This is an optimization exercise on Yosys and OpenROAD, whose aim is small area and a short achievable clock period, not a production implementation. RTL that was checked went through simulation tests only; none was proved equivalent to the original. Power is estimated from default activity; no workload was simulated.

== before ==
Design rx_payload_q, start of the top module:
module rx_payload_q (
     input  logic                           clk
    ,input  logic                           reset
    ,input  logic                           enq_req_val
    ,input  logic [rx_q_cfg_pkg::FLOW_ID_W-1:0] enq_req_flowid
    ,input  logic [rx_q_cfg_pkg::ENTRY_W-1:0]   enq_req_data
    ,output logic                           enq_req_rdy
    ,input  logic                           rd_req_val
    ,input  logic [rx_q_cfg_pkg::FLOW_ID_W-1:0] rd_req_flowid
    ,output logic                           rd_req_rdy
    ,output logic                           rd_resp_val
    ,output logic                           rd_resp_is_empty
    ,output logic [rx_q_cfg_pkg::ENTRY_W-1:0]   rd_resp_entry
    ,input  logic                           rd_resp_rdy
);
Size in the first run: roughly 2300 cells after synthesis, ~1100 flip-flops, about 77 I/O pins.
==> module flow_ring, before the edit <==
module flow_ring (
     input  logic                           clk
    ,input  logic                           reset
    ,input  logic                           push
    ,input  logic [rx_q_cfg_pkg::ENTRY_W-1:0]   push_data
    ,output logic                           full
    ,input  logic                           pop
    ,output logic [rx_q_cfg_pkg::ENTRY_W-1:0]   head_data
    ,output logic                           empty
);
    localparam int RING_DEPTH = rx_q_cfg_pkg::RING_DEPTH;
    localparam int RING_IDX_W = rx_q_cfg_pkg::RING_IDX_W;
    localparam int ENTRY_W    = rx_q_cfg_pkg::ENTRY_W;
    logic [ENTRY_W-1:0]     entries [RING_DEPTH];
    logic [RING_DEPTH-1:0]  head_oh;
    logic [RING_DEPTH-1:0]  tail_oh;
    logic                   full_reg;
    logic                   empty_reg;
    logic [RING_DEPTH-1:0]  head_oh_nxt;
    logic [RING_DEPTH-1:0]  tail_oh_nxt;
    assign head_oh_nxt = {head_oh[RING_DEPTH-2:0], head_oh[RING_DEPTH-1]};
    assign tail_oh_nxt = {tail_oh[RING_DEPTH-2:0], tail_oh[RING_DEPTH-1]};
    assign full  = full_reg;
    assign empty = empty_reg;
    always_ff @(posedge clk) begin
        if (reset) begin
            head_oh   <= RING_DEPTH'(1);
            tail_oh   <= RING_DEPTH'(1);
            full_reg  <= 1'b0;
            empty_reg <= 1'b1;
        end
        else begin
            if (push) begin
                tail_oh <= tail_oh_nxt;
            end
            if (pop) begin
                head_oh <= head_oh_nxt;
            end
            if (push && !pop) begin
                empty_reg <= 1'b0;
                full_reg  <= |(tail_oh_nxt & head_oh);
            end
            else if (pop && !push) begin
                full_reg  <= 1'b0;
                empty_reg <= |(head_oh_nxt & tail_oh);
            end
        end
    end
    always_ff @(posedge clk) begin
        for (int e = 0; e < RING_DEPTH; e++) begin
            if (push && tail_oh[e]) begin
                entries[e] <= push_data;
            end
        end
    end
    always_comb begin
        head_data = '0;
        for (int e = 0; e < RING_DEPTH; e++) begin
            head_data = head_data
                      | (entries[e] & {ENTRY_W{!empty_reg && head_oh[e]}});
        end
    end
endmodule
==> module read_resp_stage, before the edit <==
module read_resp_stage (
     input  logic                                   clk
    ,input  logic                                   reset
    ,input  logic                                   rd_req_val
    ,input  logic [rx_q_cfg_pkg::FLOW_ID_W-1:0]         rd_req_flowid
    ,output logic                                   rd_req_rdy
    ,output logic                                   rd_resp_val
    ,output logic                                   rd_resp_is_empty
    ,output logic [rx_q_cfg_pkg::ENTRY_W-1:0]           rd_resp_entry
    ,input  logic                                   rd_resp_rdy
    ,input  logic [rx_q_cfg_pkg::FLOW_CNT-1:0]      empty_vec
    ,input  logic [rx_q_cfg_pkg::FLOW_CNT*rx_q_cfg_pkg::ENTRY_W-1:0] head_data_vec
    ,output logic [rx_q_cfg_pkg::FLOW_CNT-1:0]      pop_vec
);
    localparam int FLOW_CNT   = rx_q_cfg_pkg::FLOW_CNT;
    localparam int FLOW_ID_W  = rx_q_cfg_pkg::FLOW_ID_W;
    localparam int ENTRY_W    = rx_q_cfg_pkg::ENTRY_W;
    logic                   req_xfer;
    logic                   sel_empty;
    logic [ENTRY_W-1:0]     sel_data;
    logic                   resp_val_reg;
    logic                   resp_is_empty_reg;
    logic [ENTRY_W-1:0]     resp_entry_reg;
    for (genvar i = 0; i < FLOW_CNT; i++) begin : g_ring
        assign pop_vec[i] = req_xfer && (rd_req_flowid == FLOW_ID_W'(i))
                            && !empty_vec[i];
    end
    assign rd_req_rdy = ~resp_val_reg | rd_resp_rdy;
    assign req_xfer   = rd_req_val & rd_req_rdy;
    assign sel_empty = empty_vec[rd_req_flowid];
    always_comb begin
        sel_data = '0;
        for (int i = 0; i < FLOW_CNT; i++) begin
            sel_data = sel_data
                     | (head_data_vec[i*ENTRY_W +: ENTRY_W]
                        & {ENTRY_W{rd_req_flowid == FLOW_ID_W'(i)}});
        end
    end
    always_ff @(posedge clk) begin
        if (reset) begin
            resp_val_reg <= 1'b0;
        end
        else if (req_xfer) begin
            resp_val_reg <= 1'b1;
        end
        else if (rd_resp_rdy) begin
            resp_val_reg <= 1'b0;
        end
    end
    always_ff @(posedge clk) begin
        if (req_xfer) begin
            resp_is_empty_reg <= sel_empty;
            resp_entry_reg    <= sel_data;
        end
    end
    assign rd_resp_val      = resp_val_reg;
    assign rd_resp_is_empty = resp_is_empty_reg;
    assign rd_resp_entry    = resp_entry_reg;
endmodule
clock: 5.0 ns
lec_check: 0
cap_margin: 20
core_margin: 2
core_utilization: 60
cts_buf_list: sky130_fd_sc_hd__clkbuf_16
cts_cluster_diameter: 100
cts_cluster_size: 30
setup_slack_margin: 2.5
slew_margin: 20
standard.sh (not shown) runs the stock make flow with config.mk's settings and CLKGATE_MAP_FILE= SYNTH_SCRIPT=/design/flow/synth_recipe.tcl, a recipe that flattens the netlist after the stock synthesis.
==> flow/flow/run.sh <==
#!/bin/bash
# Standard layout, with port buffers of a plain buffer cell instead of the
# delay-buffer cell buffer_ports picks on its own. Make's output goes to
# flow_make.log in the work folder; ORFS's per-step logs stay under orfs/logs.
set -euo pipefail
export BUFFER_PORTS_ARGS="-buffer_cell sky130_fd_sc_hd__buf_2"
bash standard.sh finish > flow_make.log 2>&1
#### Input delta (after over before)
diff --git a/flow/design.v b/flow/design.v
--- a/flow/design.v
+++ b/flow/design.v
@@ -58,11 +58,11 @@
             end
         end
     end
     always_ff @(posedge clk) begin
         for (int e = 0; e < RING_DEPTH; e++) begin
-            if (push && tail_oh[e]) begin
+            if (!full_reg && tail_oh[e]) begin
                 entries[e] <= push_data;
             end
         end
     end
     always_comb begin
@@ -145,11 +145,11 @@
         else if (rd_resp_rdy) begin
             resp_val_reg <= 1'b0;
         end
     end
     always_ff @(posedge clk) begin
-        if (req_xfer) begin
+        if (rd_req_rdy) begin
             resp_is_empty_reg <= sel_empty;
             resp_entry_reg    <= sel_data;
         end
     end
     assign rd_resp_val      = resp_val_reg;
==> comparison <==
The share of the clock period used by the worst path in after sits 0.56 points below the value recorded for before. Total power up 1.9% in after wrt before. Going from before to after, the largest vdd supply drop was found to have gone down by 86 uV. On total vias in the final route, before and after are basically level. Worst path arrival time ended up 20 ps lower on after than on before. Final design area excluding fillers deteriorates in after relative to before.
No functional check of the RTL was part of before.

========
rx_payload_q with an RTL version that a note above also has.
Size: ~41000 um2 of cells after synthesis.
==> module flow_ring, before the edit <==
module flow_ring (
     input  logic                           clk
    ,input  logic                           reset
    ,input  logic                           push
    ,input  logic [rx_q_cfg_pkg::ENTRY_W-1:0]   push_data
    ,output logic                           full
    ,input  logic                           pop
    ,output logic [rx_q_cfg_pkg::ENTRY_W-1:0]   head_data
    ,output logic                           empty
);
    localparam int RING_DEPTH = rx_q_cfg_pkg::RING_DEPTH;
    localparam int RING_IDX_W = rx_q_cfg_pkg::RING_IDX_W;
    localparam int ENTRY_W    = rx_q_cfg_pkg::ENTRY_W;
    logic [ENTRY_W-1:0]     entries [RING_DEPTH];
    logic [RING_DEPTH-1:0]  head_oh;
    logic [RING_DEPTH-1:0]  tail_oh;
    logic                   full_reg;
    logic                   empty_reg;
    logic [RING_DEPTH-1:0]  head_oh_nxt;
    logic [RING_DEPTH-1:0]  tail_oh_nxt;
    assign head_oh_nxt = {head_oh[RING_DEPTH-2:0], head_oh[RING_DEPTH-1]};
    assign tail_oh_nxt = {tail_oh[RING_DEPTH-2:0], tail_oh[RING_DEPTH-1]};
    assign full  = full_reg;
    assign empty = empty_reg;
    always_ff @(posedge clk) begin
        if (reset) begin
            head_oh   <= RING_DEPTH'(1);
            tail_oh   <= RING_DEPTH'(1);
            full_reg  <= 1'b0;
            empty_reg <= 1'b1;
        end
        else begin
            if (push) begin
                tail_oh <= tail_oh_nxt;
            end
            if (pop) begin
                head_oh <= head_oh_nxt;
            end
            if (push && !pop) begin
                empty_reg <= 1'b0;
                full_reg  <= |(tail_oh_nxt & head_oh);
            end
            else if (pop && !push) begin
                full_reg  <= 1'b0;
                empty_reg <= |(head_oh_nxt & tail_oh);
            end
        end
    end
    always_ff @(posedge clk) begin
        for (int e = 0; e < RING_DEPTH; e++) begin
            if (!full_reg && tail_oh[e]) begin
                entries[e] <= push_data;
            end
        end
    end
    always_comb begin
        head_data = '0;
        for (int e = 0; e < RING_DEPTH; e++) begin
            head_data = head_data
                      | (entries[e] & {ENTRY_W{!empty_reg && head_oh[e]}});
        end
    end
endmodule
clock: 5.0 ns
lec_check: 0
cap_margin: 20
core_margin: 2
core_utilization: 60
cts_buf_list: sky130_fd_sc_hd__clkbuf_16
cts_cluster_diameter: 100
cts_cluster_size: 30
setup_slack_margin: 2.8
slew_margin: 20
Scripts as last shown in full above: flow/flow/run.sh
The starting point finished clean.
Change:
--- a/flow/design.v
+++ b/flow/design.v
@@ -47,14 +47,18 @@
             end
             if (pop) begin
                 head_oh <= head_oh_nxt;
             end
-            if (push && !pop) begin
+            if (pop) begin
+                full_reg <= 1'b0;
+            end
+            else if (push) begin
+                full_reg <= |(tail_oh_nxt & head_oh);
+            end
+            if (push) begin
                 empty_reg <= 1'b0;
-                full_reg  <= |(tail_oh_nxt & head_oh);
-            end
-            else if (pop && !push) begin
-                full_reg  <= 1'b0;
+            end
+            else if (pop) begin
                 empty_reg <= |(head_oh_nxt & tail_oh);
             end
         end
     end
Outcome: The changed run produced a clean layout. Non-clock buffer count stays the same. Worst hold slack stays flat. Area after synthesis hardly moves. Via count goes up by 4.0%. Total power decreases by 1.1%. Register-to-register slack degrades by 0.04 ns. Wire length came out higher by 12%.

========
RTL: one of the versions met above, not the one the previous note started from.
Size: roughly 2,300 cells after synthesis, ~77 I/O pins, ~41,000 sq um of cells after synthesis.
Settings: LEC_CHECK=0, CAP_MARGIN=20, CORE_MARGIN=2, CORE_UTILIZATION=60, CTS_BUF_LIST=sky130_fd_sc_hd__clkbuf_16, CTS_CLUSTER_DIAMETER=100, CTS_CLUSTER_SIZE=30, SETUP_SLACK_MARGIN=2.8, SLEW_MARGIN=20; clock period 5.0 ns.
Scripts as last shown in full above: flow/flow/run.sh
Change:
--- a/flow/design.v
+++ b/flow/design.v
@@ -21,49 +21,65 @@
     ,output logic                           empty
 );
     localparam int RING_DEPTH = rx_q_cfg_pkg::RING_DEPTH;
     localparam int RING_IDX_W = rx_q_cfg_pkg::RING_IDX_W;
     localparam int ENTRY_W    = rx_q_cfg_pkg::ENTRY_W;
     logic [ENTRY_W-1:0]     entries [RING_DEPTH];
+    localparam int JC_W       = RING_DEPTH / 2;
     logic [RING_DEPTH-1:0]  head_oh;
+    logic [JC_W-1:0]        tail_jc;
     logic [RING_DEPTH-1:0]  tail_oh;
     logic                   full_reg;
     logic                   empty_reg;
     logic [RING_DEPTH-1:0]  head_oh_nxt;
     logic [RING_DEPTH-1:0]  tail_oh_nxt;
     assign head_oh_nxt = {head_oh[RING_DEPTH-2:0], head_oh[RING_DEPTH-1]};
     assign tail_oh_nxt = {tail_oh[RING_DEPTH-2:0], tail_oh[RING_DEPTH-1]};
+    for (genvar k = 0; k < JC_W; k++) begin : g_tail_dec
+        if (k == 0) begin : g_first
+            assign tail_oh[k]        = ~tail_jc[JC_W-1] & ~tail_jc[0];
+            assign tail_oh[k + JC_W] =  tail_jc[JC_W-1] &  tail_jc[0];
+        end
+        else begin : g_rest
+            assign tail_oh[k]        =  tail_jc[k-1] & ~tail_jc[k];
+            assign tail_oh[k + JC_W] = ~tail_jc[k-1] &  tail_jc[k];
+        end
+    end
     assign full  = full_reg;
     assign empty = empty_reg;
     always_ff @(posedge clk) begin
         if (reset) begin
             head_oh   <= RING_DEPTH'(1);
-            tail_oh   <= RING_DEPTH'(1);
+            tail_jc   <= '0;
             full_reg  <= 1'b0;
             empty_reg <= 1'b1;
         end
         else begin
             if (push) begin
-                tail_oh <= tail_oh_nxt;
+                tail_jc <= {tail_jc[JC_W-2:0], ~tail_jc[JC_W-1]};
             end
             if (pop) begin
                 head_oh <= head_oh_nxt;
             end
-            if (push && !pop) begin
+            if (pop) begin
+                full_reg <= 1'b0;
+            end
+            else if (push) begin
+                full_reg <= |(tail_oh_nxt & head_oh);
+            end
+            if (push) begin
                 empty_reg <= 1'b0;
-                full_reg  <= |(tail_oh_nxt & head_oh);
-            end
-            else if (pop && !push) begin
-                full_reg  <= 1'b0;
+            end
+            else if (pop) begin
                 empty_reg <= |(head_oh_nxt & tail_oh);
             end
         end
     end
     always_ff @(posedge clk) begin
         for (int e = 0; e < RING_DEPTH; e++) begin
-            if (push && tail_oh[e]) begin
+            if (!full_reg && tail_oh[e]) begin
                 entries[e] <= push_data;
             end
         end
     end
     always_comb begin
         head_data = '0;
@@ -144,13 +160,13 @@
         end
         else if (rd_resp_rdy) begin
             resp_val_reg <= 1'b0;
         end
     end
     always_ff @(posedge clk) begin
-        if (req_xfer) begin
+        if (rd_req_rdy) begin
             resp_is_empty_reg <= sel_empty;
             resp_entry_reg    <= sel_data;
         end
     end
     assign rd_resp_val      = resp_val_reg;
     assign rd_resp_is_empty = resp_is_empty_reg;
The new run completed with no timing, DRC or antenna violations.
Utilization drops by 0.44 points.
Register-to-register slack is worse by 0.10 ns.
Setup slack is worse by 0.18 ns.
Final cell count drops by 2.4%.
Via count climbs by 9.7%.
Sequential power hardly moves.
Flip-flop and latch count drops by 16.
Wire length climbs by 29%.
For the first run of this note, only the layout was checked, not whether the RTL still works.

[static timing again, ports no longer ideal]
No port has a modelled driver above. Below, the same layouts with a new extraction and two added sets of constraints. Step 1 sets driving cells, clkbuf_16 on the clock port and buf_2 on the other inputs (assumed; they add their load-dependent delay and slew). Step 2, shift: input delay + t, output delay - t, t = (earliest + latest rising clock arrival at the registers) / 2. This alone moves slack from input paths to output paths. Three values: ideal ports, drivers, drivers and shift; two values: the first two.
| run | t (ns) | setup WS [ns] | clock arrival spread, ns | worst register clock-pin slew, ns | pins driven straight from the clock port |
|---|---|---|---|---|---|
| before | 0.683 | 2.436 / 2.385 / 1.885 | 0.032 / 0.032 | 0.12 / 0.12 | 1 |
| after | 0.684 | 2.464 / 2.411 / 1.911 | 0.026 / 0.027 | 0.11 / 0.11 | 1 |
| the first run of note 2 | 0.680 | 2.480 / 2.442 / 2.223 | 0.037 / 0.037 | 0.12 / 0.12 | 1 |
| the second run of note 2 | 0.690 | 2.322 / 2.280 / 2.164 | 0.026 / 0.026 | 0.12 / 0.12 | 1 |
| the first run of note 3 | 0.685 | 2.443 / 2.403 / 2.238 | 0.022 / 0.022 | 0.12 / 0.12 | 1 |
| the second run of note 3 | 0.695 | 2.266 / 2.204 / 2.039 | 0.022 / 0.022 | 0.12 / 0.12 | 1 |
After both steps every run listed still meets setup and hold. For after, which loses most, drivers alone change the setup slack by -0.053 ns; drivers and shift together by -0.553 ns.
